This is an optimization exercise on Yosys and OpenROAD, whose aim is a short achievable clock period and few clock cycles, not a production implementation.
RTL that was checked went through simulation tests only; none was proved equivalent to the original.

==> job 4149: inputs <==
// proc_top
module proc_top (
    input  logic                  clock,
    input  logic                  rst,
    output logic [32-1:0] imem_addr,    
    input  logic [32-1:0] imem_data,
    output logic                  dmem_cyc,
    output logic                  dmem_stb,
    output logic                  dmem_we,
    output logic [32-1:0] dmem_adr,
    output logic [32-1:0] dmem_dat_w,
    input  logic                  dmem_ack,
    input  logic [32-1:0] dmem_dat_r
);
clock: 10.0 ns
lec_check: 0
abc_clock_period_in_ps: 2500
cap_margin: 20
core_margin: 2
core_utilization: 40
setup_slack_margin: 5
slew_margin: 20
standard.sh (not shown) runs the stock make flow with config.mk's settings and CLKGATE_MAP_FILE= SYNTH_SCRIPT=/design/flow/synth_recipe.tcl, a recipe that flattens the netlist after the stock synthesis.
==> flow/flow/run.sh <==
#!/bin/bash
# Standard ORFS layout, with the resizer free to change cell footprints and aiming further below the period.
set -o pipefail
bash standard.sh MATCH_CELL_FOOTPRINT=0 SETUP_SLACK_MARGIN=6.5 finish > make_finish.log 2>&1
==> job 6032: changes against job 4149 <==
--- a/flow/design.v
+++ b/flow/design.v
@@ -76,11 +76,10 @@
     logic [31:0] fd_pc;
     logic [31:0] fd_ir;
     logic [31:0] fd_pnpc;               
     logic        fd_pt;                 
     logic        fd_bhit;               
-    logic [4:0]  fd_srca, fd_srcb;
     logic        dx_v;
     logic [31:0] dx_pc;
     logic [31:0] dx_pc1;
     logic [31:0] dx_tgt;
     logic [31:0] dx_pnpc;
@@ -94,11 +93,11 @@
     logic        dx_ua, dx_ub;
     logic        dx_fxa, dx_fxb;        
     logic        dx_wxw;                
     logic        dx_wld;                
     logic        dx_mem, dx_sw;
-    logic        dx_br, dx_bne, dx_imm0, dx_jr, dx_jal, dx_pt;
+    logic        dx_br, dx_bne, dx_imm0, dx_jr, dx_jal, dx_pt, dx_tgtok;
     logic        dx_rtype, dx_sub, dx_and, dx_or, dx_sll, dx_sra;
     logic        xw_we;
     logic [4:0]  xw_rd;
     logic [31:0] xw_res;
     logic        bv;
@@ -134,15 +133,10 @@
     assign f_isbr = (f_opc == 5'b00010) || (f_opc == 5'b00110);
     assign f_idx  = pc[BI-1:0];
     assign f_bhit = btb_v[f_idx] && (btb_tag[f_idx] == pc[BI+TW-1:BI]);
     assign f_pt   = f_isbr && f_bhit && btb_ctr[f_idx][1];
     assign f_inc  = pc + 32'd1;
-    logic       f_rtype;
-    logic [4:0] f_srca, f_srcb;
-    assign f_rtype = f_opc == 5'b00000;
-    assign f_srca  = (f_isbr || f_isjr) ? imem_data[26:22] : imem_data[21:17];
-    assign f_srcb  = f_isbr ? imem_data[21:17] : f_rtype ? imem_data[16:12] : imem_data[26:22];
     always_comb begin
         if (f_isj)       f_npc = {5'd0, imem_data[26:0]};
         else if (f_isjr) f_npc = link_pred;
         else if (f_pt)   f_npc = {pc[31:GW], btb_tgt[f_idx]};
         else             f_npc = f_inc;
@@ -165,12 +159,12 @@
     assign d_addi  = d_opc == 5'b00101;
     assign d_blt   = d_opc == 5'b00110;
     assign d_sw    = d_opc == 5'b00111;
     assign d_lw    = d_opc == 5'b01000;
     assign d_br    = d_bne || d_blt;
-    assign d_srca  = fd_srca;
-    assign d_srcb  = fd_srcb;
+    assign d_srca  = (d_br || d_jr) ? d_rd : d_rs;
+    assign d_srcb  = d_br ? d_rs : d_rtype ? d_rt : d_rd;
     assign d_ua    = d_rtype || d_addi || d_lw || d_sw || d_br || d_jr;
     assign d_ub    = d_rtype || d_sw || d_br;
     assign d_dst   = d_jal ? 5'd31 : d_rd;
     assign d_wxw   = (d_rtype || d_addi || d_jal) && (d_dst != 5'd0);
     assign d_wld   = d_lw && (d_rd != 5'd0);
@@ -200,26 +194,15 @@
         else if (dx_or)  x_res = x_a | x_b;
         else if (dx_sll) x_res = x_a << dx_sh;
         else if (dx_sra) x_res = $signed(x_a) >>> dx_sh;
         else             x_res = x_sum;
     end
-    logic ne00, ne10, ne01, lt00, lt10, lt01, jn0, jn1, x_tgtok, x_jmis;
-    assign ne00 = dx_a != dx_b;
-    assign ne10 = xw_res != dx_b;
-    assign ne01 = dx_a != xw_res;
-    assign lt00 = $signed(dx_a) < $signed(dx_b);
-    assign lt10 = $signed(xw_res) < $signed(dx_b);
-    assign lt01 = $signed(dx_a) < $signed(xw_res);
-    assign jn0  = dx_a != dx_pnpc;
-    assign jn1  = xw_res != dx_pnpc;
-    assign x_ne = dx_fxa ? (!dx_fxb && ne10) : (dx_fxb ? ne01 : ne00);
-    assign x_lt = dx_fxa ? (!dx_fxb && lt10) : (dx_fxb ? lt01 : lt00);
-    assign x_jmis  = dx_fxa ? jn1 : jn0;
-    assign x_tgtok = dx_tgt == dx_pnpc;            
+    assign x_ne    = x_a != x_b;
+    assign x_lt    = $signed(x_a) < $signed(x_b);
     assign x_taken = dx_bne ? x_ne : x_lt;
-    assign x_mis   = (dx_br && (dx_pt ? (!x_taken || !x_tgtok) : (x_taken && !dx_imm0))) ||
-                     (dx_jr && x_jmis);
+    assign x_mis   = (dx_br && (dx_pt ? (!x_taken || !dx_tgtok) : (x_taken && !dx_imm0))) ||
+                     (dx_jr && (x_a != dx_pnpc));
     assign redirect_x = x_go && x_mis;
     assign x_rtgt  = dx_jr ? x_a : x_taken ? dx_tgt : dx_pc1;
     assign x_enq   = x_go && dx_mem;
     always_ff @(posedge clock) begin
         if (rst) begin
@@ -249,12 +232,10 @@
             fd_pc   <= pc;
             fd_ir   <= imem_data;
             fd_pnpc <= f_pt ? {pc[31:GW], btb_tgt[f_idx]} : link_pred;
             fd_pt   <= f_pt;
             fd_bhit <= f_bhit;
-            fd_srca <= f_srca;
-            fd_srcb <= f_srcb;
         end
     end
     always_ff @(posedge clock) begin
         if (rst) begin
             dx_v <= 1'b0;
@@ -267,11 +248,11 @@
     always_ff @(posedge clock) begin
         if (!stall_x) begin
             dx_pc    <= fd_pc;
             dx_pc1   <= d_pc1;
             dx_tgt   <= d_tgt;
-            dx_pnpc  <= d_redir ? d_tgt : fd_pnpc;
+            dx_pnpc  <= fd_pnpc;
             dx_imm   <= d_imm;
             dx_srca  <= d_srca;
             dx_srcb  <= d_srcb;
             dx_dst   <= d_dst;
             dx_sh    <= fd_ir[11:7];
@@ -287,10 +268,11 @@
             dx_bne   <= d_bne;
             dx_imm0  <= fd_ir[16:0] == 17'd0;
             dx_jr    <= d_jr;
             dx_jal   <= d_jal;
             dx_pt    <= fd_pt || d_redir;
+            dx_tgtok <= !fd_pt || (d_tgt == fd_pnpc);    
             dx_rtype <= d_rtype;
             dx_sub   <= d_rtype && d_aop == 5'b00001;
             dx_and   <= d_rtype && d_aop == 5'b00010;
             dx_or    <= d_rtype && d_aop == 5'b00011;
             dx_sll   <= d_rtype && d_aop == 5'b00100;
@@ -311,11 +293,11 @@
     always_comb begin
         pend_n = pend;
         if (ack_ld)            pend_n[brd] = 1'b0;
         if (x_enq && dx_wld)   pend_n[dx_dst] = 1'b1;
     end
-    assign qfull_n = ((qc == 3'(QN)) && !pop) || ((qc == 3'(QN - 1)) && push && !pop);
+    assign qfull_n = (qc + {2'd0, push} - {2'd0, pop}) == 3'(QN);
     assign st_hold = dx_v && ((dx_ua && pend_n[dx_srca]) || (dx_ub && pend_n[dx_srcb]) ||
                               ((dx_wxw || dx_wld) && pend_n[dx_dst]) || (dx_mem && qfull_n));
     assign st_new  = fd_v && ((d_ua && pend_n[d_srca]) || (d_ub && pend_n[d_srcb]) ||
                               ((d_wxw || d_wld) && pend_n[d_dst]) || ((d_lw || d_sw) && qfull_n));
     always_ff @(posedge clock) begin
==> flow/run.sh (new file) <==
#!/bin/bash
# synth_recipe.tcl (not shown) runs the flow's synth.tcl, then flattens the netlist and writes it again
# the make line also repeats each setting of config.mk as NAME=value (left out here)
make -C /OpenROAD-flow-scripts/flow DESIGN_CONFIG=/design/flow/config.mk WORK_HOME=/design/flow/orfs CLKGATE_MAP_FILE= SYNTH_SCRIPT=/design/flow/synth_recipe.tcl finish
removed: flow/flow/run.sh
removed: flow/standard.sh
==> notes <==
- Job 4149 went through all stages and came out clean. Job 6032 ran to the end with no violations.
- Synthesized cell count: job 6032 is smaller than job 4149 (5.5%).
- Between job 6032 and job 4149, the lower worst setup slack is in job 6032 (gap 0.43 ns).
- Between job 6032 and job 4149, the lower hold slack is in job 4149 (gap 0.042 ns).
- Maximum frequency: job 6032 is smaller than job 4149 (about 8%).
- Between job 6032 and job 4149, the lower critical path depth is in job 6032 (gap 2).
==> figures <==
                                                                     job 4149                 job 6032
Status                                                complete, no violations  complete, no violations
Switching Fraction                                                      37.0%                    35.3%
Maximum fanout along the worst path                                         5                       32
Worst Slack Setup Final                                               5.23 ns                  4.81 ns
Number of flip-flops and latches                                         2454                     2450
Arrival time reported for the critical path endpoint                  5.43 ns                  5.80 ns
Via count                                                              111000                   101000
Worst reg2reg path endpoint                              xw_res[29]$_DFFE_PN_       dx_b[20]$_DFFE_PP_
Req. time, crit path                                                 10.67 ns                 10.60 ns
Starting Density                                                        40.2%                    40.2%
Storage cell area                                                  72400 um^2               72100 um^2
Average vias per placed instance                                         7.27                     7.11
Testbench counts of job 4149, summed over its fixed seeds: cycles 147,597.
Only the layout flow was run in job 6032; the RTL was not checked for function there.

-- what the ideal ports hide --
How much do the figures lean on ideal ports? The routed layouts below were timed once more, with nothing changed but the port constraints.
Step 1: set_driving_cell puts a clkbuf_16 on clock and a buf_2 on each other input, an assumption about the parent block.
Step 2 also shifts input and output timing later by t, the mid clock arrival at the registers, as if the neighbouring blocks saw the same clock.
Three values: ideal ports, drivers, drivers and shift; two values: the first two.
run | t (ns) | setup WS [ns] | worst setup path after step 2 | worst data-port slew with drivers (ns)
job 4149 | 1.037 | 5.234 / 5.234 / 4.866 | input to register | 0.18
job 6032 | 1.001 | 4.808 / 4.783 / 3.783 | input to register | 0.32
After both steps setup and hold are still met in every run listed. The setup slack of job 6032, which loses most, moves by -0.025 ns with the drivers and by -1.025 ns with both steps.
